This is an optimization exercise on Yosys and OpenROAD, whose aim is small area, a short achievable clock period and few clock cycles per item, not a production implementation.

== v6 ==
==> flow/design.v (excerpt) <==
module backlight_fade_dim_controller #(
  parameter int TIME_BITS = 32,
  parameter int DUTY_BITS = 8
) (
  input  logic                 clk,
  input  logic                 rst,
  input  logic                 cfg_valid,
  output logic                 cfg_ready,
  input  logic [2:0]           cfg_index,
  input  logic [TIME_BITS-1:0] cfg_data,
  input  logic                 in_valid,
  output logic                 in_ready,
  input  logic [2:0]           func,
  input  logic [TIME_BITS-1:0] now_ms,
  input  logic [TIME_BITS-1:0] last_activity_ms,
  input  logic                 in_dim_phase,
  output logic                 out_valid,
  input  logic                 out_ready,
  output logic [DUTY_BITS-1:0] duty,
  output logic                 duty_written,
  output logic                 pwm_running,
  output logic                 backlight_cut
);
clock: 9.0 ns
lec_check: 0
cap_margin: 20
core_margin: 2
core_utilization: 40
setup_slack_margin: 5
slew_margin: 20
run.sh (not shown) runs the stock make flow with config.mk's settings and CLKGATE_MAP_FILE= SYNTH_SCRIPT=/design/flow/synth_recipe.tcl, a recipe that flattens the netlist after the stock synthesis.
v6 completed every stage of the flow, and the final layout passed the timing, DRC and antenna checks.
Modified inputs, v7 compared to v6
diff --git a/flow/design.v b/flow/design.v
--- a/flow/design.v
+++ b/flow/design.v
@@ -140,48 +140,52 @@
         st_start   <= now_ms;
         st_started <= 1'b1;
       end
       if (func == 3'd4) begin
         st_start   <= '0;
         st_started <= 1'b0;
       end
     end
   end
   logic        v1, tick1, dim1, wrf1, clrf1, srcp1, cut1;
-  logic [31:0] now1, last1;
+  logic [31:0] now1, ps1, pc1;
+  logic [31:0] ps0, pc0;
+  always_comb begin
+    ps0 = now_ms ^ ~last_activity_ms ^ ~cT;
+    pc0 = {(now_ms[30:0] & ~last_activity_ms[30:0]) | (now_ms[30:0] & ~cT[30:0]) |
+           (~last_activity_ms[30:0] & ~cT[30:0]), 1'b1};
+  end
   always_ff @(posedge clk) begin
     if (rst) begin
       v1 <= 1'b0;
     end else if (adv) begin
       v1 <= acc;
     end
   end
   always_ff @(posedge clk) begin
     if (adv) begin
       tick1 <= m_tick;
       dim1  <= in_dim_phase;
       wrf1  <= m_wrf;
       clrf1 <= m_clrf;
       srcp1 <= m_srcp;
       cut1  <= m_cut;
       now1  <= now_ms;
-      last1 <= last_activity_ms;
+      ps1   <= ps0;
+      pc1   <= pc0;
     end
   end
   logic [31:0] elapsed1, pos1;
   bfdc_add #(.N(32)) u_elapsed (
     .a(now1), .b(~st_start), .ci(1'b1), .s(elapsed1), .co());
-  logic [31:0] ps1, pc1, ps_b, pc_b;
+  logic [31:0] ps_b, pc_b;
   always_comb begin
-    ps1 = now1 ^ ~last1 ^ ~cT;
-    pc1 = {(now1[30:0] & ~last1[30:0]) | (now1[30:0] & ~cT[30:0]) | (~last1[30:0] & ~cT[30:0]),
-           1'b1};
     ps_b = ps1 ^ pc1 ^ cL;
     pc_b = {(ps1[30:0] & pc1[30:0]) | (ps1[30:0] & cL[30:0]) | (pc1[30:0] & cL[30:0]), 1'b1};
   end
   bfdc_add #(.N(32)) u_pos (.a(ps_b), .b(pc_b), .ci(1'b0), .s(pos1), .co());
   logic        v2, tick2, dim2, wrf2, clrf2, srcp2, cut2, ehz2;
   logic [7:0]  elo2;
   logic [31:0] pos2;
   always_ff @(posedge clk) begin
     if (rst) begin
       v2 <= 1'b0;
@@ -253,26 +257,28 @@
     end
   end
   always_ff @(posedge clk) begin
     if (adv) begin
       mt[3][12:0] <= {wr2, clr2, cut2, isdiv2, srcp2 && !tick2, lvq2};
       ms3         <= ms2;
       mc3         <= mc2;
     end
   end
   logic [39:0] lsh3, ys3, yc3, y3;
+  logic [15:0] xr3;    
   bfdc_add #(.N(40)) u_y3 (.a(ys3), .b(yc3), .ci(1'b0), .s(y3), .co());
   always_comb begin
     lsh3 = {1'b0, cL, 7'd0};
     ys3  = ms3 ^ mc3 ^ ~lsh3;
     yc3  = (ms3 & mc3) | ((ms3 | mc3) & ~lsh3);
     yc3  = {yc3[38:0], 1'b1};
+    xr3  = y3[15:0] + {cL[8:0], 7'd0};
   end
   logic [7:1][39:0] rr;
   always_ff @(posedge clk) begin
     if (rst) begin
       mt[4][13] <= 1'b0;
     end else if (adv) begin
       mt[4][13] <= mt[3][13];
     end
   end
   always_ff @(posedge clk) begin
@@ -366,28 +372,20 @@
         sv <= 1'b1;
         sd <= r_duty;
         sw <= wr10;
         sp <= r_pwm;
         sc <= cut10;
       end
     end else if (deliver) begin
       out_valid <= 1'b0;
     end
   end
-  logic [15:0] xr;
-  logic [7:0]  xe, xec, xpc;
-  always_comb begin
-    xr  = rr[7][15:0] + {cL[8:0], 7'd0};
-    xe  = xr[15:8];
-    xec = (xe < cM) ? cM : xe;
-    xpc = xec;
-  end
   always_ff @(posedge clk) begin
     if (rst) begin
       pc   <= 2'd0;
       tE2  <= 1'b0;
       tP2  <= 1'b0;
       tE3  <= 1'b0;
       tP3  <= 1'b0;
       tE4  <= 1'b0;
       tP4  <= 1'b0;
       dd   <= 8'd159;
@@ -404,19 +402,21 @@
       tP4 <= 1'b0;
     end else begin
       if (pc != 2'd0) pc <= pc - 2'd1;
       tE2 <= (pc == 2'd3);
       tP2 <= (pc == 2'd2);
       tE3 <= tE2;
       tP3 <= tP2;
       tE4 <= tE3;
       tP4 <= tP3;
       if (pc == 2'd3) dd <= cB;
+      if (tE3) ec <= xr3[15:8];
       if (tE4) begin
-        dd   <= cB - xe;
-        lbok <= (cL != 32'd0) && (cB > xe);
-        ec   <= xec;
+        dd   <= cB - ec;
+        lbok <= (cL != 32'd0) && (cB > ec);
+        ec   <= (ec < cM) ? cM : ec;
       end
-      if (tP4) plc <= xpc;
+      if (tP3) plc <= xr3[15:8];
+      if (tP4) plc <= (plc < cM) ? cM : plc;
     end
   end
 endmodule
[summary]
Initial antenna violation count: higher on v6
Looking at non-clock buffer count, v7 sits about 9% higher than v6 does.
v7 vs v6, cell with the biggest individual delay on the critical path: sky130_fd_sc_hd__fa_1 vs sky130_fd_sc_hd__fa_2
Per the comparison of v7 with v6, mean instance size in the synthesized netlist now sits higher; finished layout cell area now sits higher.
Delta (v7 minus v6): mux contribution to synthesized area closely matched the old numbers, routed wire length went down by 2.2%, count of flip-flops with a built-in enable after synthesis rose by about 5.5%, time the final worst path needs with I/O delays and setup moved up, number of clock-tree buffers in the layout has increased.
Setup slack in v7 is smaller than in v6.
Between v7 and v6, the final clock period utilization by the worst path does not differ in any meaningful way.
No run of this note included a check of the RTL's function; only the layout flow was run.

[re-timing with driven ports]
The flow's constraints put no driver on any port. The routed layouts listed below were extracted and timed again, unchanged, in two steps.
Step 1 assumes that a clkbuf_16 drives the clock port and a buf_2 every other input.
Step 2 adds t to the input delays and takes it off the output delays; t is the mean of the earliest and latest rising clock arrival at the registers after step 1. Input paths then give back, and output paths get back, about the clock's delay inside the block.
Three values: ideal ports, drivers, drivers and shift; two values: the first two.
run | t (ns) | slack for setup (ns) | worst setup path after step 2 | latest minus earliest clock arrival (ns) | worst register clock-pin slew, ns
v6 | 0.745 | 4.896 / 4.896 / 4.580 | input to register | 0.074 / 0.074 | 0.07 / 0.07
v7 | 0.754 | 4.890 / 4.890 / 4.719 | input to register | 0.040 / 0.040 | 0.07 / 0.07
After both steps every run listed still meets setup and hold. For v6, which loses most, drivers alone change the setup slack by 0.000 ns; drivers and shift together by -0.316 ns.
